This is an optimization exercise on Yosys and OpenROAD, whose aim is a short achievable clock period and few clock cycles, not a production implementation. Only simulation tests tie the RTL to the original design; equivalence was not proved. Power and IR drop assume default switching activity.

## mips_cpu
module mips_cpu (
    input  wire logic        clk,
    input  wire logic        clk_en,
    input  wire logic        reset,
    input  wire logic [31:0] r_data,
    output logic             wr_en,
    output logic [31:0]      mem_addr,
    output logic [31:0]      w_data
);
Size: about 100 I/O pins, about 250000 um^2 of cells after synthesis.
make LEC_CHECK=0 ABC_CLOCK_PERIOD_IN_PS=4500 CAP_MARGIN=20 CORE_MARGIN=2 CORE_UTILIZATION=40 PLACE_DENSITY=0.55 SETUP_SLACK_MARGIN=5 SLEW_MARGIN=20 SYNTH_HIERARCHICAL=1 TNS_END_PERCENT=10 finish   # period 10.0 ns
run.sh (not shown) runs the stock make flow with config.mk's settings and CLKGATE_MAP_FILE= SYNTH_SCRIPT=/design/flow/synth_recipe.tcl, a recipe that flattens the netlist after the stock synthesis.
The starting point completed and failed the layout checks on max-capacitance violations, max-slew violations.
Testbench counts at the start, summed over its fixed seeds: cycles 51,086.
Edit:
--- a/flow/design.v
+++ b/flow/design.v
@@ -183,16 +183,15 @@
     localparam logic [2:0] A_AND = 3'd2;
     localparam logic [2:0] A_OR  = 3'd3;
     localparam logic [2:0] A_SLT = 3'd4;
     logic [31:0]   pc_f;     
     logic [CN-1:0] f_oh;     
     logic          fport_q;  
     logic [31:0]   pf_q;     
-    logic          pf_ok;    
-    logic [CN-1:0] pf_oh;    
+    logic [31:0]   addr_q;   
     logic        d_v;
     logic [31:0] d_imm;
     logic        d_y_imm;    
     logic [4:0]  d_rs;
     logic [4:0]  d_rt;
     logic [4:0]  d_rs2;      
     logic [4:0]  d_rt2;
@@ -357,31 +356,23 @@
     logic [31:0]   seq_f;
     logic [CN-1:0] seq_oh;
     logic          hit_f;
     logic          hit_seq;
     logic          hit_pf;
     assign seq_f   = pc_f + 32'd4;
     assign seq_oh  = {f_oh[CN-2:0], f_oh[CN-1]};
-    logic [CN-1:0] m_f;
-    logic [CN-1:0] m_s;
-    always_comb begin
-        for (int k = 0; k < CN; k++) begin
-            m_f[k] = c_val[k] && (c_tag[k] == ctag(pc_f));
-            m_s[k] = c_val[k] && (c_tag[k] == ctag(seq_f));
-        end
-    end
-    assign hit_f   = cacheable(pc_f) && |(m_f & f_oh);
-    assign hit_seq = cacheable(seq_f) && |(m_s & s_oh);
+    assign hit_f   = cacheable(pc_f) && c_val_f && (c_tag_f == ctag(pc_f));
+    assign hit_seq = cacheable(seq_f) && |(c_val & s_oh) && (c_tag_s == ctag(seq_f));
     assign hit_pf  = cacheable(pf_q) && c_val[cidx(pf_q)] && (c_tag[cidx(pf_q)] == ctag(pf_q));
     logic port_fetch;    
     logic port_pf;       
     logic m_store;       
     assign port_fetch = !m_v && fport_q;
     assign port_pf    = !m_v && !fport_q;
-    assign mem_addr = m_v ? m_addr : (fport_q ? pc_f : pf_q);
+    assign mem_addr = addr_q;
     assign w_data   = m_wd;
     assign wr_en    = m_store && clk_en;
     logic [31:0] fill_a;
     logic [31:2] fill_bt;
     logic [31:2] fill_tgt;
     logic [31:0] fill_seq;
     assign fill_a   = port_fetch ? pc_f : pf_q;
@@ -568,32 +559,32 @@
     end
     always_ff @(posedge clk) begin
         if (reset) begin
             pc_f    <= 32'h0000_0000;
             f_oh    <= onehot(cidx(32'h0000_0000));
             fport_q <= 1'b1;
             pf_q    <= 32'h0000_0000;
-            pf_ok   <= 1'b1;
-            pf_oh   <= onehot(cidx(32'h0000_0000));
+            addr_q  <= 32'h0000_0000;
             d_v     <= 1'b0;
             e_v     <= 1'b0;
             m_v     <= 1'b0;
             m_store <= 1'b0;
             c_val   <= '0;
             bht     <= '0;
             lp_hi   <= '1;
             lp_lo   <= '0;
         end else if (clk_en) begin
             pc_f    <= pc_n;
             fport_q <= fport_n;
             pf_q    <= pf_n;
-            pf_ok   <= cacheable(pf_n);
-            pf_oh   <= onehot(cidx(pf_n));
             if (mispred)   f_oh <= e_pred ? e_seq_oh : e_tgt_oh;
             else if (f_go) f_oh <= f_npc_oh;
+            if (m_v_n)        addr_q <= sum;
+            else if (fport_n) addr_q <= pc_n;
+            else              addr_q <= pf_n;
             if (mispred) begin
                 d_v <= 1'b0;
             end else if (load_use) begin
             end else if (f_go) begin
                 d_v      <= 1'b1;
                 d_imm    <= f_imm;
                 d_y_imm  <= !(f_is_r || f_is_br);
@@ -704,16 +695,16 @@
                 m_st   <= e_sw;
                 m_addr <= sum;
                 m_wd   <= e_b;
                 m_wa   <= e_lw ? e_rt : 5'd0;
             end
             if (port_fetch && cacheable(pc_f)) begin
                 c_val <= c_val | f_oh;
-            end else if (port_pf && pf_ok) begin
-                c_val <= c_val | pf_oh;
+            end else if (port_pf && cacheable(pf_q)) begin
+                c_val[cidx(pf_q)] <= 1'b1;
             end else if (m_v && m_st && cacheable(m_addr) && (c_tag[cidx(m_addr)] == ctag(m_addr))) begin
                 c_val[cidx(m_addr)] <= 1'b0;
             end
         end
     end
     always_ff @(posedge clk) begin
         if (!reset) begin
@@ -724,27 +715,25 @@
                         c_tgt[k] <= fill_tgt;
                         c_tag[k] <= ctag(pc_f);
                         c_pd[k]  <= predec(r_data);
                         c_rsd[k] <= regdec(r_data[25:21]);
                         c_rtd[k] <= regdec(r_data[20:16]);
                     end
                 end
-            end else if (port_pf && pf_ok) begin
-                for (int k = 0; k < CN; k++) begin
-                    if (pf_oh[k]) begin
-                        c_ins[k] <= r_data;
-                        c_tgt[k] <= fill_tgt;
-                        c_tag[k] <= ctag(pf_q);
-                        c_pd[k]  <= predec(r_data);
-                        c_rsd[k] <= regdec(r_data[25:21]);
-                        c_rtd[k] <= regdec(r_data[20:16]);
-                    end
-                end
+            end else if (port_pf && cacheable(pf_q)) begin
+                c_ins[cidx(pf_q)] <= r_data;
+                c_tgt[cidx(pf_q)] <= fill_tgt;
+                c_tag[cidx(pf_q)] <= ctag(pf_q);
+                c_pd[cidx(pf_q)]  <= predec(r_data);
+                c_rsd[cidx(pf_q)] <= regdec(r_data[25:21]);
+                c_rtd[cidx(pf_q)] <= regdec(r_data[20:16]);
             end
         end
     end
     always_ff @(posedge clk) begin
-        if (m_ld && !(e_wr && (e_wa == m_wa))) rf[m_wa] <= r_data;
-        if (e_wr) rf[e_wa] <= alu_res;
+        if (clk_en) begin
+            if (m_ld && !(e_wr && (e_wa == m_wa))) rf[m_wa] <= r_data;
+            if (e_wr) rf[e_wa] <= alu_res;
+        end
     end
 endmodule
 `default_nettype wire
After rerunning:
- Now the flow finished with timing, DRC and antenna clean
- hold slack is worse by 0.0078 ns
- global-route usage falls by 0.22 points
- setup slack loses 0.14 ns
- design area went down by 0.32%
- via count hardly moves
- utilization stays flat
- synthesized area is about the same
- non-clock buffer count came out lower by 37
- routed wire length is lower by 1.2%
- clock-buffer cell count rises by 1
- sequential power stays flat
- die area is about the same
Testbench counts after the change, summed over its fixed seeds: cycles 51,086.

[static timing again, ports no longer ideal]
In the flow no input, the clock included, has a driving cell. The finished layouts below were timed again as built, in two steps. Step 1 sets driving cells, clkbuf_16 on the clock port and buf_2 on the other inputs (assumed; they add their load-dependent delay and slew). Step 2 moves the port delays by t, midway between the first and last clock arrival at a register: inputs arrive t later, outputs are due t later. That takes back most of the time a late clock gives input paths. Three values: ideal, step 1, step 2; two values: the first two.
run	t, ns	slack for setup (ns)	latest minus earliest clock arrival (ns)	slew at the worst register clock pin (ns)
the first run	1.274	4.478 / 4.376 / 3.438	0.105 / 0.106	0.08 / 0.08
the second run	1.293	4.340 / 4.340 / 3.119	0.176 / 0.176	0.07 / 0.07
For the second run, which loses most, drivers alone change the setup slack by 0.000 ns; drivers and shift together by -1.221 ns.
